This is an optimization exercise on Yosys and OpenROAD, whose aim is small area, a short achievable clock period and few clock cycles per item, not a production implementation.
Where RTL was checked, it was by simulation tests only, not by an equivalence proof against the original.
Function not checked in runs 2 and 3: the RTL went through the layout flow alone.
Power and IR drop assume default switching activity.

$ cat flow/constraint.sdc
create_clock -name core_clock -period 6.0 [get_ports {clk}]
set_input_delay 1.2000 -clock core_clock [delete_from_list [all_inputs] [get_ports {clk}]]
set_output_delay 1.2000 -clock core_clock [all_outputs]
set_load 0.01 [all_outputs]
$ cat flow/design.v
package hsd_pkg;
	localparam int ROT_W  = 32;
	localparam int TIME_W = 32;
	localparam int REM_W  = 10;
	function automatic logic [2:0] sector_of(input logic [2:0] code);
		logic [2:0] s;
		case (code)
			3'd1:    s = 3'd0;
			3'd5:    s = 3'd1;
			3'd4:    s = 3'd2;
			3'd6:    s = 3'd3;
			3'd2:    s = 3'd4;
			3'd3:    s = 3'd5;
			default: s = 3'd7;
		endcase
		sector_of = s;
	endfunction
endpackage
module hsd_div (
	input  logic [8:0] dm1,       
	input  logic [9:0] rem,
	input  logic       bit_in,
	input  logic       fix,
	output logic       ge,
	output logic [9:0] rem_sub,   
	output logic [9:0] trial
);
	logic [10:0] diff;
	always_comb begin
		trial = fix ? rem : ({rem[8:0], 1'b0} + (bit_in ? 10'd6 : 10'd0));
		diff    = {1'b0, trial} + {2'b01, ~dm1};
		ge      = diff[10];
		rem_sub = diff[9:0];
	end
endmodule
module hsd_track (
	input  logic               clk,
	input  logic               arst_n,
	input  logic [8:0]         dm1,         
	input  logic               proc,
	input  logic [2:0]         code,
	input  logic [31:0]        now,
	input  logic               load_rev,
	input  logic [31:0]        rev_val,
	input  logic               op_pre,
	input  logic               op_div,
	input  logic               op_fix,
	input  logic               op_inc,
	input  logic               op_dec,
	output logic               redo,        
	output logic               primed,
	output logic [2:0]         sector,      
	output logic [31:0]        rev,
	output logic               dir,
	output logic [31:0]        period,
	output logic [31:0]        stamp,
	output logic               seq_ok,
	output logic [31:0]        q,
	output logic [9:0]         rem
);
	logic        primed_q;
	logic [2:0]  code_q;
	logic [2:0]  sector_q;
	logic [31:0] rev_q;
	logic        dir_q;
	logic [31:0] period_q;
	logic [31:0] stamp_q;
	logic        seq_q;
	logic [31:0] q_q;
	logic [9:0]  rem_q;
	logic [2:0]  ns;
	logic        ns_none;
	logic        os_none;
	logic        changed;
	logic        fwd;
	logic        bwd;
	logic        step;
	logic        wrap_up;
	logic        wrap_dn;
	logic [31:0] age;
	logic        stale;
	logic [31:0] rev_nx;
	always_comb begin
		ns      = hsd_pkg::sector_of(code);
		ns_none = ns == 3'd7;
		os_none = sector_q == 3'd7;
		changed = code != code_q;
		fwd     = ns == ((sector_q == 3'd5) ? 3'd0 : sector_q + 3'd1);
		bwd     = ns == ((sector_q == 3'd0) ? 3'd5 : sector_q - 3'd1);
		step    = changed && !ns_none && !os_none && (fwd || bwd);
		wrap_up = sector_q == 3'd5 && ns == 3'd0;
		wrap_dn = sector_q == 3'd0 && ns == 3'd5;
		rev_nx  = rev_q + {{31{wrap_dn}}, 1'b1};
		age     = now - stamp_q;
		stale   = period_q != '0 && {1'b0, age} > {period_q, 1'b0};
		redo    = primed_q && changed && !ns_none && (os_none
			|| (step && wrap_up && rev_q == 32'h7FFF_FFFF)
			|| (step && wrap_dn && rev_q == 32'h8000_0000));
	end
	logic        mv_inc;
	logic        mv_dec;
	logic [31:0] q_pm;
	logic [9:0]  rem_p1;
	logic [9:0]  rem_m1;
	logic [9:0]  neg_dm1;
	logic        rem_z;
	logic        d_ge;
	logic [9:0]  d_sub;
	logic [9:0]  d_trial;
	assign neg_dm1 = {~{1'b0, dm1[8:1]}, 1'b1};    
	always_comb begin
		mv_inc = op_inc || (proc && primed_q && step && fwd);
		mv_dec = op_dec || (proc && primed_q && step && bwd);
		q_pm   = q_q + {{31{mv_dec}}, 1'b1};
		rem_p1 = rem_q + 10'd1;
		rem_m1 = rem_q - 10'd1;
		rem_z  = rem_q == '0;
	end
	hsd_div u_div (
		.dm1     (dm1),
		.rem     (rem_q),
		.bit_in  (q_q[30]),
		.fix     (op_fix),
		.ge      (d_ge),
		.rem_sub (d_sub),
		.trial   (d_trial)
	);
	always_ff @(posedge clk) begin
		if (proc && !primed_q) begin
			q_q   <= '0;
			rem_q <= ns_none ? 10'h3FF : {7'd0, ns};
		end else if (op_pre) begin
			q_q   <= rev_q;
			rem_q <= rev_q[31] ? {1'b0, dm1 - 9'd5} : '0;
		end else if (op_div) begin
			q_q   <= {q_q[31], q_q[29:0], d_ge};
			rem_q <= d_ge ? d_sub : d_trial;
		end else if (op_fix) begin
			if (q_q[31] && !rem_z) begin
				q_q   <= q_pm;
				rem_q <= d_sub;
			end
		end else if (mv_inc) begin
			if (rem_q == {1'b0, dm1}) begin
				q_q   <= q_pm;
				rem_q <= '0;
			end else if (rem_z && q_q[31]) begin
				q_q   <= q_pm;
				rem_q <= neg_dm1;
			end else begin
				rem_q <= rem_p1;
			end
		end else if (mv_dec) begin
			if (rem_z && !q_q[31] && q_q != '0) begin
				q_q   <= q_pm;
				rem_q <= {1'b0, dm1};
			end else if (rem_q == neg_dm1) begin
				q_q   <= q_pm;
				rem_q <= '0;
			end else begin
				rem_q <= rem_m1;
			end
		end
	end
	always_ff @(posedge clk or negedge arst_n) begin
		if (!arst_n) begin
			primed_q <= 1'b0;
			sector_q <= 3'd7;
			dir_q    <= 1'b0;
		end else if (proc) begin
			if (!primed_q) begin
				primed_q <= 1'b1;
				sector_q <= ns;
			end else if (changed && !ns_none && (os_none || step)) begin
				sector_q <= ns;
				if (step)
					dir_q <= bwd;
			end
		end
	end
	always_ff @(posedge clk) begin
		if (load_rev)
			rev_q <= rev_val;
		else if (proc) begin
			if (!primed_q) begin
				code_q   <= code;
				rev_q    <= '0;
				period_q <= '0;
				stamp_q  <= now;
				seq_q    <= !ns_none;
			end else begin
				code_q <= code;
				if (changed && (ns_none || os_none || !step))
					seq_q <= 1'b0;
				if (step) begin
					if (wrap_up || wrap_dn)
						rev_q <= rev_nx;
					period_q <= (bwd == dir_q) ? age : '0;
					stamp_q  <= now;
				end else if (stale) begin
					period_q <= '0;
				end
			end
		end
	end
	assign primed = primed_q;
	assign sector = sector_q;
	assign rev    = rev_q;
	assign dir    = dir_q;
	assign period = period_q;
	assign stamp  = stamp_q;
	assign seq_ok = seq_q;
	assign q      = q_q;
	assign rem    = rem_q;
endmodule
module hall_sensor_sector_decoder_top (
	input  logic               clk,
	input  logic               arst_n,
	input  logic               samples_valid,
	output logic               samples_ready,
	input  logic               samples_hall_a,
	input  logic               samples_hall_b,
	input  logic               samples_hall_c,
	input  logic [31:0]        samples_now_us,
	output logic               results_valid,
	input  logic               results_ready,
	output logic signed [3:0]  results_sector,
	output logic signed [31:0] results_electric_rotations,
	output logic signed [9:0]  results_angle_count,
	output logic signed [31:0] results_mech_turns,
	output logic               results_direction,
	output logic [31:0]        results_period_us,
	output logic [31:0]        results_edge_time_us,
	output logic               results_sequence_valid,
	input  logic               cfg_valid,
	output logic               cfg_ready,
	input  logic               cfg_sel,
	input  logic [31:0]        cfg_data
);
	localparam logic [2:0] S_RUN  = 3'd0;
	localparam logic [2:0] S_WAIT = 3'd1;
	localparam logic [2:0] S_PRE  = 3'd2;
	localparam logic [2:0] S_DIV  = 3'd3;
	localparam logic [2:0] S_FIX  = 3'd4;
	localparam logic [2:0] S_ADJ  = 3'd5;
	logic [2:0]  state_q;
	logic [4:0]  cnt_q;
	logic        res_valid_q;
	logic        res_pend_q;
	logic        s_full_q;
	logic [2:0]  s_code_q;
	logic [31:0] s_now_q;
	logic [6:0]  pp_q;
	logic [6:0]  pp_eff;
	logic [8:0]  dm1_q;
	logic        run;
	logic        proc;
	logic        acc;
	logic        redo;
	logic        primed;
	logic [2:0]  sector;
	logic        op_pre;
	logic        op_div;
	logic        op_fix;
	logic        op_inc;
	logic        op_dec;
	logic        adj_done;
	logic        sec_none;
	logic [31:0] rev;
	logic        dir;
	logic [31:0] period;
	logic [31:0] stamp;
	logic        seq_ok;
	logic [31:0] q;
	logic [9:0]  rem;
	assign cfg_ready = 1'b1;
	always_ff @(posedge clk or negedge arst_n) begin
		if (!arst_n)
			pp_q <= 7'd1;
		else if (cfg_valid && !cfg_sel)
			pp_q <= cfg_data[6:0];
	end
	always_comb begin
		if (pp_q == 7'd0)
			pp_eff = 7'd1;
		else if (pp_q > 7'd64)
			pp_eff = 7'd64;
		else
			pp_eff = pp_q;
	end
	always_ff @(posedge clk or negedge arst_n) begin
		if (!arst_n)
			dm1_q <= 9'd5;
		else
			dm1_q <= {pp_eff, 2'b00} + {1'b0, pp_eff, 1'b0} - 9'd1;
	end
	assign run           = state_q == S_RUN;
	assign proc          = s_full_q && run && (!res_valid_q || results_ready);
	assign samples_ready = !s_full_q || (run && (!res_valid_q || results_ready));
	assign acc           = samples_valid && samples_ready;
	always_ff @(posedge clk or negedge arst_n) begin
		if (!arst_n)
			s_full_q <= 1'b0;
		else if (acc)
			s_full_q <= 1'b1;
		else if (proc)
			s_full_q <= 1'b0;
	end
	always_ff @(posedge clk) begin
		if (acc) begin
			s_code_q <= {samples_hall_a, samples_hall_b, samples_hall_c};
			s_now_q  <= samples_now_us;
		end
	end
	assign sec_none = sector == 3'd7;
	assign op_pre   = state_q == S_PRE;
	assign op_div   = state_q == S_DIV;
	assign op_fix   = state_q == S_FIX;
	assign op_inc   = state_q == S_ADJ && !sec_none && cnt_q[2:0] != 3'd0;
	assign op_dec   = state_q == S_ADJ && sec_none;
	assign adj_done = state_q == S_ADJ && (sec_none || cnt_q[2:0] <= 3'd1);
	always_ff @(posedge clk or negedge arst_n) begin
		if (!arst_n) begin
			state_q <= S_RUN;
			cnt_q   <= '0;
		end else if (cfg_valid && primed) begin
			state_q <= cfg_sel ? S_PRE : S_WAIT;
		end else begin
			unique case (state_q)
				S_RUN:  if (proc && redo) state_q <= S_PRE;
				S_WAIT: state_q <= S_PRE;
				S_PRE:  begin
					state_q <= S_DIV;
					cnt_q   <= 5'd30;
				end
				S_DIV:  begin
					cnt_q <= cnt_q - 5'd1;
					if (cnt_q == '0)
						state_q <= S_FIX;
				end
				S_FIX:  begin
					state_q <= S_ADJ;
					cnt_q   <= {2'b00, sector};
				end
				S_ADJ:  begin
					cnt_q <= cnt_q - 5'd1;
					if (adj_done)
						state_q <= S_RUN;
				end
				default: state_q <= S_RUN;
			endcase
		end
	end
	always_ff @(posedge clk or negedge arst_n) begin
		if (!arst_n) begin
			res_valid_q <= 1'b0;
			res_pend_q  <= 1'b0;
		end else if (proc) begin
			res_valid_q <= !redo;
			res_pend_q  <= redo;
		end else if (adj_done && res_pend_q) begin
			res_valid_q <= 1'b1;
			res_pend_q  <= 1'b0;
		end else if (results_ready) begin
			res_valid_q <= 1'b0;
		end
	end
	hsd_track u_track (
		.clk      (clk),
		.arst_n   (arst_n),
		.dm1      (dm1_q),
		.proc     (proc),
		.code     (s_code_q),
		.now      (s_now_q),
		.load_rev (cfg_valid && cfg_sel),
		.rev_val  (cfg_data),
		.op_pre   (op_pre),
		.op_div   (op_div),
		.op_fix   (op_fix),
		.op_inc   (op_inc),
		.op_dec   (op_dec),
		.redo     (redo),
		.primed   (primed),
		.sector   (sector),
		.rev      (rev),
		.dir      (dir),
		.period   (period),
		.stamp    (stamp),
		.seq_ok   (seq_ok),
		.q        (q),
		.rem      (rem)
	);
	assign results_valid              = res_valid_q;
	assign results_sector             = {&sector, sector};
	assign results_electric_rotations = rev;
	assign results_angle_count        = rem;
	assign results_mech_turns         = q;
	assign results_direction          = dir;
	assign results_period_us          = period;
	assign results_edge_time_us       = stamp;
	assign results_sequence_valid     = seq_ok;
endmodule
$ cat flow/run.sh
#!/bin/bash
# synth_recipe.tcl (not shown) runs the flow's synth.tcl, then flattens the netlist and writes it again
# the make line also repeats each setting of config.mk as NAME=value (left out here)
make -C /OpenROAD-flow-scripts/flow DESIGN_CONFIG=/design/flow/config.mk WORK_HOME=/design/flow/orfs CLKGATE_MAP_FILE= SYNTH_SCRIPT=/design/flow/synth_recipe.tcl finish
$ cat flow/config.mk
export PLATFORM = sky130hd
export DESIGN_NAME = hall_sensor_sector_decoder_top
export DESIGN_NICKNAME = hall_sensor_sector_decoder_top
export VERILOG_FILES = /design/flow/design.v
export SDC_FILE = /design/flow/constraint.sdc
export NUM_CORES = 4
export LEC_CHECK = 0
export CAP_MARGIN = 20
export CORE_MARGIN = 2
export CORE_UTILIZATION = 40
export PLACE_DENSITY = 0.6
export SLEW_MARGIN = 20
==> results by group, run 1 <==
Clocking
  • Hold-fix buffers, CTS: 0
  • CTS tree: built
  • CTS H-tree depth: 1
  • Clock sinks: 208
  • Clk root buf: clkbuf_16
  • Clk slew on worst S/H paths: 0.06 ns
  • Max clock buf depth: 3
  • Clk latency of the worst-skew pair: 0.58 ns
  • CTS buffer count: 27
  • Postcts setup bufs: 0
  • Post-CTS sizing: 0

GRT
  • GR Util met2: 39.2%
  • Vias in the first global route: 14,029
  • Global route overflow: 0
  • Global-route wire length before repair: 81,000 um
  • Initial antenna violation count: 2
  • M1 GR Usage: 34.1%
  • Largest net degree at the start of global routing: 43
  • GRT Max-Usage Layer: met2
  • Global-route usage over all layers: 24.3%
  • Met3 usage: 3.07%

Floorplanning
  • Cell Rows: 74
  • Die height: 207 um
  • I/O pins: 220
  • Full die area: 42,600 um^2
  • Core Footprint: 40,600 um^2
  • Initial Utilization: 40.4%
  • Die width: 207 um

Timing
  • RSZ-0062 raised after global routing: false
  • Slew Limit Fails: 0
  • Tcrit/Tclk final: 86.9%
  • Total Neg Setup Slack: 0 ns
  • Endpoints failing hold: 0
  • Final setup viols: 0
  • Worst-margin pin slew: 1.02 ns
  • Achievable frequency: 0.192 GHz
  • Crit path time final: 5.21 ns
  • Final WS setup: 0.788 ns
  • Final Skew: 0.0239 ns
  • Rel. slew slack: 31.8%

Synth
  • Synth Cell Area: 16,400 um^2
  • Share of the synthesized area in the top cell type: 26.5%
  • Synth warnings: 3
  • EDFF count, synth: 145
  • Synthesized flop and latch total: 208
  • Async set-reset flop share out of synthesis: 14.9%
  • Gate Count Post-Synth: 1,817
  • Seq/Total Area, Yosys: 35.2%
  • Syn nets: 2,042
  • Main flop type after synthesis: edfxtp_1
  • Mean Syn Cell Area: 9.03 um^2
  • Library cells used by synthesis: 89
  • Dominant cells by area after synthesis: edfxtp_1 (27%), ha_1 (11%), a21oi_1 (4.8%)
  • Most instantiated library cell after synthesis: a21oi_1
  • Post-synth top cells: a21oi_1 (156), ha_1 (147), edfxtp_1 (145), o21ai_0 (143), nand2_1 (123)
  • Largest area contributor in the netlist: edfxtp_1

Hold path
  • Hold Crit Depth: 0
  • Min-Delay Startpoint: s_now_q[0]
  • End of the worst hold path: u_track.stamp_q[0]
  • HP Class: register to register

Setup path
  • Crit path arrival time: 5.65 ns
  • R2r endpoint: u_track.q_q[31]
  • CP startpoint kind: primary input
  • Critical-path cell list: clkdlybuf4s50_1 > nor2b_1 > or4b_1 > nor2_4 > and2_4 > a31oi_4 > inv_1 > buf_4 > ha_1 > nand4_1 > nor3_1 > and3_1 > o311a_1 > a211o_1 > and2_1 > o221ai_1 > mux2i_1 > o211ai_1 > nand3_1
  • Critical Path RT: 6.44 ns
  • Worst reg2reg startpoint: s_code_q[0]
  • Worst-path maximum fanout: 12
  • R2R depth: 18
  • Worst R2R Setup Slack: 0.91 ns
  • CP max stage cell: or4b_1
  • Max incr delay on CP: 0.57 ns
  • Worst Setup Path Type: primary input to register
  • CP endpoint kind: register

Drt
  • Number of detailed-route iterations in the first pass: 5
  • WL per Instance: 20.7 um
  • DRT iter0 DRCs: 1,186
  • Residual DRC: 0
  • DRT antenna net count: 0
  • Routed WL: 53,000 um
  • Total number of vias: 14,650
  • Vias per cell: 5.72

Cells and area
  • Final core occ: 49.3%
  • Fin nets: 2,230
  • Final Instance Area: 20,000 um^2
  • Share of cells above drive strength 1: 6.22%
  • Synthesis-to-layout area growth: 22.2%
  • FILL cells: 3,856

Placement
  • Place WS: 0.271 ns
  • Placed instance area: 19,100 um^2
  • Final HPWL DP: 39,000 um
  • Routability cong.: 0.914
  • Port bufs: 218

Run status
  • Outcome: finished clean

Pwr
  • Pwr/cell area: 395 nW/um^2
  • Leakage power: 8.27 nW
  • VDD IR-drop max: 0.233 mV

Run
  • MaxCap Viol Count: 0
critical path: cells and delay by family:
family / cells / cell delay [ns]
and+or+nand+nor: 9 / 1.72
buffers and inverters: 3 / 1.20
adders and majority gates: 1 / 0.34
muxes: 1 / 0.13
AOI/OAI and AO/OA: 5 / 1.04
cell usage in the layout (no fill, tap or decap), drive strengths merged, types with 36 or more instances in the layout:
cell type and n:
a21o 61, a21oi 163, clkdlybuf4s50 218, edfxtp 145, ha 147, inv 118, mux2i 38, nand2 123
nand3 55, nand4 36, nor2 113, o21ai 158, xnor2 78, xor2 55
logic make-up after synthesis:
group	count (synthesis)	share of synthesized area (%)
buffers and inverters	200	4.93
xor gates and xnor gates	133	7.10
muxes	51	3.21
adders and majority gates	152	11.8
other	1	0.0229
AOI/OAI and AO/OA	552	21.3
DFF	208	35.2
and+or+nand+nor	520	16.4
routing by layer:
layer | vias up | wire length, um
li1 | 7134 | -
met1 | 6982 | 24000
met2 | 458 | 24400
met3 | 76 | 3240
met4 | 0 | 1350
met5 | - | 0
report_power, final:
part	total, W	switching (W)	internal (W)	leakage [nW]
clock network	0.00171	0.000698	0.00101	0.455
logic	0.00373	0.00202	0.00171	5.84
registers	0.00249	0.000569	0.00192	1.97
final cells by class:
type                    instances  area, um^2  area share [%]
diodes                          3        7.51          0.0375
clock buffers                  33         739            3.69
clock inverters                17         180           0.899
inverters                     118         443            2.21
multi-input cells            1409        9870            49.3
flip-flops and latches        208        5780            28.8
well taps                     532         666            3.32
repair buffers                241        2350            11.8
worst max path at each step:
stage	depth (start not counted)	end	slack, ns	startpoint
6_report	19	u_track.q_q[31]	0.79	results_ready
5_1_grt	18	u_track.q_q[31]	0.50	results_ready
4_1_cts	18	u_track.q_q[31]	0.84	results_ready
3_5_place_dp	19	u_track.q_q[31]	0.27	results_ready
3_3_place_gp	18	u_track.q_q[31]	0.35	results_ready
2_1_floorplan	15	u_track.rev_q[28]	0.60	s_code_q[2]
sequential cells by signal (all words and copies together) (netlist names):
signal,count
u_track.primed_q,1
pp_q,7
u_track.stamp_q,32
res_pend_q,1
s_code_q,3
dm1_q,8
u_track.rev_q,32
u_track.period_q,32
u_track.seq_q,1
cnt_q,5
s_now_q,32
u_track.q_q,32
u_track.rem_q,10
u_track.code_q,3
s_full_q,1
u_track.sector_q,3
res_valid_q,1
state_q,3
u_track.dir_q,1
stage by stage:
stage	hold slack (ns)	total power, W	instances
after global placement	0.434	0.00613	2508
after CTS	0.458	0.00794	2558
final	0.453	0.00792	2561
after floorplan	0.411	0.00487	1817
after global routing	0.472	0.00848	2559
after detailed placement	0.443	0.00619	2508
Testbench counts, summed over its fixed seeds: cycles 17,205, items 16,000.
==> run 2: changes to the inputs <==
--- a/flow/design.v
+++ b/flow/design.v
@@ -80,6 +80,15 @@
 	logic [31:0] age;
 	logic        stale;
 	logic [31:0] rev_nx;
+	logic [31:0] rev_up;
+	logic [31:0] rev_dn;
+	logic [34:0] cs_x;
+	logic [34:0] cs_y;
+	logic [34:0] cs_z;
+	logic [34:0] cs_s;
+	logic [34:0] cs_c;
+	logic [34:0] cs_sum;
+	logic        t_ge;
 	always_comb begin
 		ns      = hsd_pkg::sector_of(code);
 		ns_none = ns == 3'd7;
@@ -90,16 +99,24 @@
 		step    = changed && !ns_none && !os_none && (fwd || bwd);
 		wrap_up = sector_q == 3'd5 && ns == 3'd0;
 		wrap_dn = sector_q == 3'd0 && ns == 3'd5;
-		rev_nx  = rev_q + {{31{wrap_dn}}, 1'b1};
+		rev_up  = rev_q + 32'd1;
+		rev_dn  = rev_q - 32'd1;
+		rev_nx  = wrap_dn ? rev_dn : rev_up;
 		age     = now - stamp_q;
-		stale   = period_q != '0 && {1'b0, age} > {period_q, 1'b0};
+		cs_x    = {2'b00, now};
+		cs_y    = {2'b00, ~stamp_q};
+		cs_z    = {1'b0, ~period_q, 1'b1};
+		cs_s    = cs_x ^ cs_y ^ cs_z;
+		cs_c    = {(cs_x[32:0] & cs_y[32:0]) | (cs_x[32:0] & cs_z[32:0]) | (cs_y[32:0] & cs_z[32:0]), 1'b1};
+		cs_sum  = cs_s + cs_c;
+		t_ge    = now >= stamp_q;
+		stale   = period_q != '0 && (cs_sum[34] || (cs_sum[33] && (!t_ge || cs_sum[32])));
 		redo    = primed_q && changed && !ns_none && (os_none
 			|| (step && wrap_up && rev_q == 32'h7FFF_FFFF)
 			|| (step && wrap_dn && rev_q == 32'h8000_0000));
 	end
-	logic        mv_inc;
-	logic        mv_dec;
-	logic [31:0] q_pm;
+	logic [31:0] q_up;
+	logic [31:0] q_dn;
 	logic [9:0]  rem_p1;
 	logic [9:0]  rem_m1;
 	logic [9:0]  neg_dm1;
@@ -109,9 +126,8 @@
 	logic [9:0]  d_trial;
 	assign neg_dm1 = {~{1'b0, dm1[8:1]}, 1'b1};    
 	always_comb begin
-		mv_inc = op_inc || (proc && primed_q && step && fwd);
-		mv_dec = op_dec || (proc && primed_q && step && bwd);
-		q_pm   = q_q + {{31{mv_dec}}, 1'b1};
+		q_up   = q_q + 32'd1;
+		q_dn   = q_q - 32'd1;
 		rem_p1 = rem_q + 10'd1;
 		rem_m1 = rem_q - 10'd1;
 		rem_z  = rem_q == '0;
@@ -125,41 +141,71 @@
 		.rem_sub (d_sub),
 		.trial   (d_trial)
 	);
-	always_ff @(posedge clk) begin
-		if (proc && !primed_q) begin
-			q_q   <= '0;
-			rem_q <= ns_none ? 10'h3FF : {7'd0, ns};
-		end else if (op_pre) begin
-			q_q   <= rev_q;
-			rem_q <= rev_q[31] ? {1'b0, dm1 - 9'd5} : '0;
+	logic [31:0] q_i;
+	logic [9:0]  rem_i;
+	logic [31:0] q_d;
+	logic [9:0]  rem_d;
+	logic [31:0] q_o;
+	logic [9:0]  rem_o;
+	logic        smp_inc;
+	logic        smp_dec;
+	always_comb begin
+		if (rem_q == {1'b0, dm1}) begin
+			q_i   = q_up;
+			rem_i = '0;
+		end else if (rem_z && q_q[31]) begin
+			q_i   = q_up;
+			rem_i = neg_dm1;
+		end else begin
+			q_i   = q_q;
+			rem_i = rem_p1;
+		end
+		if (rem_z && !q_q[31] && q_q != '0) begin
+			q_d   = q_dn;
+			rem_d = {1'b0, dm1};
+		end else if (rem_q == neg_dm1) begin
+			q_d   = q_dn;
+			rem_d = '0;
+		end else begin
+			q_d   = q_q;
+			rem_d = rem_m1;
+		end
+		q_o   = q_q;
+		rem_o = rem_q;
+		if (op_pre) begin
+			q_o   = rev_q;
+			rem_o = rev_q[31] ? {1'b0, dm1 - 9'd5} : '0;
 		end else if (op_div) begin
-			q_q   <= {q_q[31], q_q[29:0], d_ge};
-			rem_q <= d_ge ? d_sub : d_trial;
+			q_o   = {q_q[31], q_q[29:0], d_ge};
+			rem_o = d_ge ? d_sub : d_trial;
 		end else if (op_fix) begin
 			if (q_q[31] && !rem_z) begin
-				q_q   <= q_pm;
-				rem_q <= d_sub;
-			end
-		end else if (mv_inc) begin
-			if (rem_q == {1'b0, dm1}) begin
-				q_q   <= q_pm;
-				rem_q <= '0;
-			end else if (rem_z && q_q[31]) begin
-				q_q   <= q_pm;
-				rem_q <= neg_dm1;
-			end else begin
-				rem_q <= rem_p1;
-			end
-		end else if (mv_dec) begin
-			if (rem_z && !q_q[31] && q_q != '0) begin
-				q_q   <= q_pm;
-				rem_q <= {1'b0, dm1};
-			end else if (rem_q == neg_dm1) begin
-				q_q   <= q_pm;
-				rem_q <= '0;
-			end else begin
-				rem_q <= rem_m1;
+				q_o   = q_up;
+				rem_o = d_sub;
 			end
+		end else if (op_inc) begin
+			q_o   = q_i;
+			rem_o = rem_i;
+		end else if (op_dec) begin
+			q_o   = q_d;
+			rem_o = rem_d;
+		end else if (proc && !primed_q) begin
+			q_o   = '0;
+			rem_o = ns_none ? 10'h3FF : {7'd0, ns};
+		end
+		smp_inc = proc && primed_q && step && fwd;
+		smp_dec = proc && primed_q && step && bwd;
+	end
+	always_ff @(posedge clk) begin
+		if (smp_inc) begin
+			q_q   <= q_i;
+			rem_q <= rem_i;
+		end else if (smp_dec) begin
+			q_q   <= q_d;
+			rem_q <= rem_d;
+		end else begin
+			q_q   <= q_o;
+			rem_q <= rem_o;
 		end
 	end
 	always_ff @(posedge clk or negedge arst_n) begin
==> results by group, run 2 <==
Run status
  • Outcome: finished clean

Synth
  • Largest family of logic cells by synthesized area: compound AO/OA/AOI/OAI gates
  • Main flop type after synthesis: edfxtp_1
  • XOR/XNOR Fraction of Synth Area: 7.21%
  • Synth warnings: 3
  • Dominant cells by area after synthesis: edfxtp_1 (29%), ha_1 (8.4%), a21oi_1 (4.4%)
  • Share of the synthesized area in the top cell type: 29.2%
  • Synth Cell Area: 18,200 um^2
  • Multiplexer share of the synthesized area: 2.75%
  • Seq/Total Area, Yosys: 33.4%
  • Library cells used by synthesis: 89
  • Synth Area in Compound Gates: 21.0%
  • Mean Syn Cell Area: 8.86 um^2
  • Fraction of the mapped netlist area in adder cells: 12.3%
  • Simple-gate area share of the yosys netlist: 18.0%
  • EDFF count, synth: 177
  • Syn nets: 2,289
  • Gate Count Post-Synth: 2,058
  • Post-synth top cells: edfxtp_1 (177), nand2_1 (168), nor2_1 (162), a21oi_1 (159), inv_1 (139)
  • Most instantiated library cell after synthesis: edfxtp_1
  • Largest area contributor in the netlist: edfxtp_1
  • Synthesized flop and latch total: 208
  • Async set-reset flop share out of synthesis: 14.9%

GRT
  • Global-route wire length before repair: 97,200 um
  • Global route overflow: 0
  • Global-route usage over all layers: 26.2%
  • Largest net degree at the start of global routing: 48
  • Initial antenna violation count: 4
  • Vias in the first global route: 16,589

Drt
  • Vias per cell: 5.95
  • Residual DRC: 0
  • Routed WL: 63,300 um
  • DRT antenna net count: 0
  • Total number of vias: 16,923
  • Number of detailed-route iterations in the first pass: 5
  • Met2 Wirelength: 28,800 um
  • DRT iter0 DRCs: 1,278
  • WL per Instance: 22.3 um
  • M1 WL: 27,300 um
  • Top Layer Used: met4
  • Met3 WL: 5570 um

Setup path
  • Worst-path maximum fanout: 22
  • CP startpoint kind: register
  • CP endpoint kind: register
  • Worst Setup Path Type: register to register
  • Crit path arrival time: 5.37 ns
  • Critical Path RT: 6.33 ns

Placement
  • Final HPWL DP: 46,700 um
  • Port bufs: 218
  • Routability cong.: 0.928

Clocking
  • Clk slew on worst S/H paths: 0.06 ns
  • CTS H-tree depth: 1
  • Postcts setup bufs: 0
  • Clock sinks: 208
  • Clk latency of the worst-skew pair: 0.58 ns
  • Clk root buf: clkbuf_16
  • CTS tree: built
  • Hold-fix buffers, CTS: 0
  • Max clock buf depth: 3
  • Post-CTS sizing: 0
  • CTS buffer count: 28

Timing
  • Crit path time final: 5.04 ns
  • Final Skew: 0.0186 ns
  • Worst-margin pin slew: 1.10 ns
  • Tcrit/Tclk final: 84.0%
  • Slew Limit Fails: 0
  • Achievable frequency: 0.198 GHz
  • Final setup viols: 0
  • Total Neg Setup Slack: 0 ns
  • Rel. slew slack: 26.3%
  • Endpoints failing hold: 0
  • RSZ-0062 raised after global routing: false

Floorplanning
  • Cell Rows: 78
  • Initial Utilization: 40.3%
  • Die width: 217 um
  • Full die area: 47,300 um^2
  • Core Footprint: 45,200 um^2
  • I/O pins: 220
  • Die height: 217 um

Cells and area
  • FILL cells: 4,287
  • Most common cell after layout, fill and taps aside: clkdlybuf4s50_1
  • Final core occ: 48.5%
  • Share of cells above drive strength 1: 5.75%
  • Most frequent cells in the layout: clkdlybuf4s50_1 (218), edfxtp_1 (177), nand2_1 (168)
  • Synthesis-to-layout area growth: 20.3%
  • Fin nets: 2,451

Run
  • MaxCap Viol Count: 0

Pwr
  • Switching part of the total: 40.9%
  • VDD IR-drop max: 0.245 mV
  • Internal cell power: 0.00433 W
  • Sequential power share: 33.4%
  • Comb pwr share: 43.5%
  • Leakage power: 8.48 nW
  • Clk network pwr share: 23.1%
  • Net Sw Power: 0.00300 W
  • Pwr/cell area: 334 nW/um^2

Hold path
  • HP Class: register to register
## run 2: kinds of logic after synthesis
kind of cell | count (synthesis)
AND/OR/NAND/NOR | 650
AO/OA/AOI/OAI | 589
buffers and inverters | 254
flip-flops | 208
adder cells (fa/ha/maj) | 158
XOR/XNOR | 150
multiplexers | 48
other | 1
## run 2: worst paths after layout
| path | start | endpoint | depth (start not counted) | slack (ns) |
|---|---|---|---|---|
| worst max-delay path | u_track.sector_q[0] | u_track.rev_q[31] | 14 | 0.96 |
| worst min-delay path | s_now_q[0] | u_track.stamp_q[0] | 0 | 0.46 |
| worst max register to register | u_track.sector_q[0] | u_track.rev_q[31] | 14 | 0.96 |
| worst min register to register | s_now_q[0] | u_track.stamp_q[0] | 0 | 0.46 |
| max in group asynchronous | arst_n | dm1_q[2] | 2 | 4.61 |
| min in group asynchronous | arst_n | state_q[1] | 2 | 1.03 |
## run 2: worst max-delay path, cell delays in order, from the launching register on
cell,delay [ns]
dfstp_2,0.74
nor2_1,0.08
ha_1,0.28
nand3_1,0.30
inv_1,0.31
ha_1,0.38
a211oi_1,0.30
o211ai_1,0.19
a41o_1,0.31
nor4_1,0.44
o41a_1,0.30
o31ai_1,0.18
a221oi_1,0.47
o21ai_0,0.19
a221o_1,0.32
## run 2: through the flow
stage / area (um^2) / instances / setup slack, ns / total power, W / hold WS [ns]
2_1_floorplan: 18200 / 2058 / 0.747 / 0.00444 / 0.426
3_3_place_gp: 21000 / 2789 / 1.14 / 0.00555 / 0.439
3_5_place_dp: 21000 / 2790 / 1.03 / 0.00560 / 0.448
4_1_cts: 21900 / 2842 / 1.03 / 0.00733 / 0.472
5_1_grt: 21900 / 2846 / 0.615 / 0.00775 / 0.487
6_report: 21900 / 2846 / 0.959 / 0.00733 / 0.460
## run 2: cell type report
class                   count  area (um^2)  area share [%]
clock inverters            14          131           0.599
multi-input cells        1596        11200            51.1
inverters                 139          522            2.38
repair buffers            247         2420            11.0
diodes                      4         10.0          0.0456
well taps                 600          751            3.42
flip-flops and latches    208         6100            27.8
clock buffers              38          788            3.59
## run 2: power by group through the flow
stage | logic (W) | registers [W] | clock network [W]
finish | 0.00319 | 0.00245 | 0.00169
global route | 0.00350 | 0.00248 | 0.00177
CTS | 0.00316 | 0.00243 | 0.00174
detailed placement | 0.00314 | 0.00246 | 0
global placement | 0.00310 | 0.00245 | 0
floorplan | 0.00226 | 0.00218 | 0
## run 2: routing by layer
| layer | global-route usage [%] | vias up |
|---|---|---|
| met5 | 0 | - |
| met4 | 8.47 | 0 |
| met3 | 5.33 | 116 |
| met2 | 41.4 | 684 |
| met1 | 35.9 | 8199 |
| li1 | - | 7924 |
==> run 3: changes to the inputs <==
--- a/flow/config.mk
+++ b/flow/config.mk
@@ -9,4 +9,5 @@
 export CORE_MARGIN = 2
 export CORE_UTILIZATION = 40
 export PLACE_DENSITY = 0.6
+export SETUP_SLACK_MARGIN = 3.5
 export SLEW_MARGIN = 20
==> results by group, run 3 <==
Setup path
  • R2R depth: 14
  • Max incr delay on CP: 0.46 ns
  • Worst R2R Setup Slack: 2.26 ns
  • Worst setup path startpoint: u_track.rem_q[0]
  • CP endpoint kind: register
  • CP startpoint kind: register
  • Worst Setup Path Type: register to register
  • CP max stage cell: edfxtp_1
  • R2r endpoint: u_track.rem_q[6]
  • Cell repeated most along the worst path: o21ai_4
  • Worst-path maximum fanout: 7
  • Crit path arrival time: 4.04 ns
  • Critical-path cell list: buf_6 > ha_4 > fa_2 > mux2i_4 > inv_1 > ha_1 > a21o_1 > a21oi_4 > o21ai_4 > a211oi_4 > o21ai_4 > mux2_4 > a221oi_2 > a221oi_1
  • Critical Path RT: 6.30 ns
  • Worst reg2reg startpoint: u_track.rem_q[0]

Cells and area
  • Most common cell after layout, fill and taps aside: buf_4
  • Number of antenna diodes: 0
  • Share of cells above drive strength 1: 37.5%
  • Fin nets: 2,943
  • Synthesis-to-layout area growth: 59.5%
  • Most frequent cells in the layout: buf_4 (286), buf_6 (236), edfxtp_1 (177)

Pwr
  • Switching part of the total: 39.9%
  • Sequential power share: 22.0%
  • Clk network pwr share: 19.2%
  • Net Sw Power: 0.00399 W
  • Comb pwr share: 58.8%
  • Internal cell power: 0.00601 W
  • Leakage power: 12.0 nW
  • VDD IR-drop max: 0.270 mV
  • Power Total: 0.0100 W
  • Pwr/cell area: 344 nW/um^2

Clocking
  • CTS buffer count: 28
  • Hold-fix buffers, CTS: 0
  • Max clock buf depth: 3
  • Clk slew on worst S/H paths: 0.06 ns
  • Clk latency of the worst-skew pair: 0.58 ns
  • Clock sinks: 208
  • CTS H-tree depth: 1
  • Clk root buf: clkbuf_16
  • CTS tree: built

GRT
  • Met3 usage: 7.24%
  • GR Util met2: 48.6%
  • Global-route usage over all layers: 31.8%
  • Vias in the first global route: 19,466
  • Largest net degree at the start of global routing: 49
  • Initial antenna violation count: 0
  • GRT Max-Usage Layer: met2
  • Global-route wire length before repair: 117,000 um
  • M1 GR Usage: 43.0%
  • Global route overflow: 0

Timing
  • Final setup viols: 0
  • Crit path time final: 3.74 ns
  • Worst-margin pin slew: 0.847 ns
  • Worst hold slack: 0.513 ns
  • Total Neg Setup Slack: 0 ns
  • Endpoints failing hold: 0
  • Achievable frequency: 0.267 GHz
  • RSZ-0062 raised after global routing: true
  • Final Skew: 0.0195 ns
  • Rel. slew slack: 42.9%
  • Slew Limit Fails: 0
  • Tcrit/Tclk final: 62.3%

Drt
  • Number of detailed-route iterations in the first pass: 6
  • DRT antenna net count: 0
  • Residual DRC: 0
  • DRT iter0 DRCs: 2,159
  • WL per Instance: 23.8 um
  • Routed WL: 79,200 um
  • Vias per cell: 6.07
  • Total number of vias: 20,251

Hold path
  • Hold Crit Depth: 0
  • Min-Delay Startpoint: s_now_q[6]
  • End of the worst hold path: u_track.stamp_q[6]
  • HP Class: register to register

Run
  • MaxCap Viol Count: 0

Synth
  • Most instantiated library cell after synthesis: edfxtp_1
  • Synthesized flop and latch total: 208
  • Gate Count Post-Synth: 2,058
  • EDFF count, synth: 177
  • Library cells used by synthesis: 89
  • Dominant cells by area after synthesis: edfxtp_1 (29%), ha_1 (8.4%), a21oi_1 (4.4%)
  • Syn nets: 2,289
  • Share of the synthesized area in the top cell type: 29.2%
  • Seq/Total Area, Yosys: 33.4%
  • Post-synth top cells: edfxtp_1 (177), nand2_1 (168), nor2_1 (162), a21oi_1 (159), inv_1 (139)
  • Synth warnings: 3
  • Async set-reset flop share out of synthesis: 14.9%
  • Main flop type after synthesis: edfxtp_1
  • Mean Syn Cell Area: 8.86 um^2
  • Largest area contributor in the netlist: edfxtp_1
  • Synth Cell Area: 18,200 um^2

Floorplanning
  • Die width: 217 um
  • I/O pins: 220
  • Cell Rows: 78
  • Initial Utilization: 40.3%
  • Core Footprint: 45,200 um^2
  • Full die area: 47,300 um^2
  • Die height: 217 um

Placement
  • Port bufs: 218
  • Final HPWL DP: 46,700 um
  • Routability cong.: 0.924

Run status
  • Outcome: finished clean
[run 3: changes by cell type in the layout (fill, tap and decap cells not counted), sizes merged, moves of 2 or more]
cell           change
clkbuf             +8
buf              +583
o21ai              +2
clkinv             -4
clkdlybuf4s50    -146
dlygate4sd2       +18
clkdlybuf4s15     +18
o21a               +7
diode              -4
bufinv             +3
[run 3: worst max-delay path by stage]
stage,slack (ns),cells past startpoint,endpoint
floorplan,1.65,16,u_track.rev_q[31]
global placement,1.21,14,u_track.rev_q[31]
detailed placement,1.09,14,u_track.rev_q[31]
CTS,2.25,15,u_track.rev_q[31]
global route,2.20,15,u_track.rev_q[31]
finish,2.26,14,u_track.rem_q[6]
[run 3: stage by stage]
step	cells	area, um^2	setup WS (ns)	util [%]
final	3334	29100	2.26	64.4
after global routing	3334	29100	2.20	64.4
after CTS	3256	27400	2.25	60.7
after detailed placement	2780	21200	1.09	46.9
after global placement	2780	21200	1.21	46.9
after floorplan	2058	18700	1.65	-
[run 3: cells by family (layout without fill, tap and decap cells)]
kind of cell	count (synthesis)	after routing	synth area share, %
fa+ha+maj	158	158	12.3
compound gates	589	598	21.0
buf+inv	254	919	5.36
simple gates	650	652	18.0
mux	48	48	2.75
xor+xnor	150	150	7.21
other cells	1	1	0.0206
flops	208	208	33.4
[run 3: area by class of cell]
type / instances / area (um^2)
timing repair inverter: 1 / 7.51
clock inverter: 13 / 189
fill: 3552 / 16100
sequential: 208 / 6110
multi-input combinational: 1607 / 13400
timing repair buffer: 727 / 7240
tap: 600 / 751
clock buffer: 39 / 868
inverter: 139 / 528
[run 3: metal layers]
layer / wire length (um) / part of all wire, %
met5: 0 / 0
met4: 4180 / 5.3
met3: 8350 / 11
met2: 34500 / 44
met1: 32100 / 41
[run 3: critical path: cells and delay by family (launching register included)]
kind	cells	cell delay [ns]
DFF	1	0.46
AOI/OAI and AO/OA	7	1.34
muxes	2	0.57
adders and majority gates	3	0.88
buffers and inverters	2	0.24
[run 3: timing repair]
item | CTS | global route
gates cloned | 23 | 3
buffers inserted | 401 | 74
gates resized for setup | 968 | 260
pin swaps | 113 | 133
setup endpoints to repair | 432 | 336
[run 3: power groups by stage]
stage	clock network, W	registers [W]	logic [W]
2_1_floorplan	0	0.00218	0.00243
3_3_place_gp	0	0.00252	0.00316
3_5_place_dp	0	0.00252	0.00321
4_1_cts	0.00195	0.00217	0.00517
5_1_grt	0.00200	0.00221	0.00623
6_report	0.00192	0.00220	0.00588

port drivers added, routing unchanged:
The flow's constraints put no driver on any port. The routed layouts listed below were extracted and timed again, unchanged, in two steps. Step 1 assumes that a clkbuf_16 drives the clock port and a buf_2 every other input. Step 2 moves the port delays by t, midway between the first and last clock arrival at a register: inputs arrive t later, outputs are due t later. That takes back most of the time a late clock gives input paths. Slacks: no drivers / after step 1 / after step 2; pairs: no drivers / after step 1.
run | shift t [ns] | slack for setup (ns) | worst setup path after step 2 | latest minus earliest clock arrival (ns) | slew at the worst register clock pin (ns)
run 1 | 0.627 | 0.788 / 0.821 / 0.194 | input to register | 0.024 / 0.024 | 0.07 / 0.07
run 2 | 0.632 | 0.959 / 0.959 / 0.959 | register to register | 0.022 / 0.022 | 0.06 / 0.06
run 3 | 0.624 | 2.259 / 2.259 / 2.046 | input to register | 0.020 / 0.020 | 0.06 / 0.06
After both steps setup and hold are still met in every run listed. For run 1, which loses most, drivers alone change the setup slack by +0.033 ns; drivers and shift together by -0.594 ns.
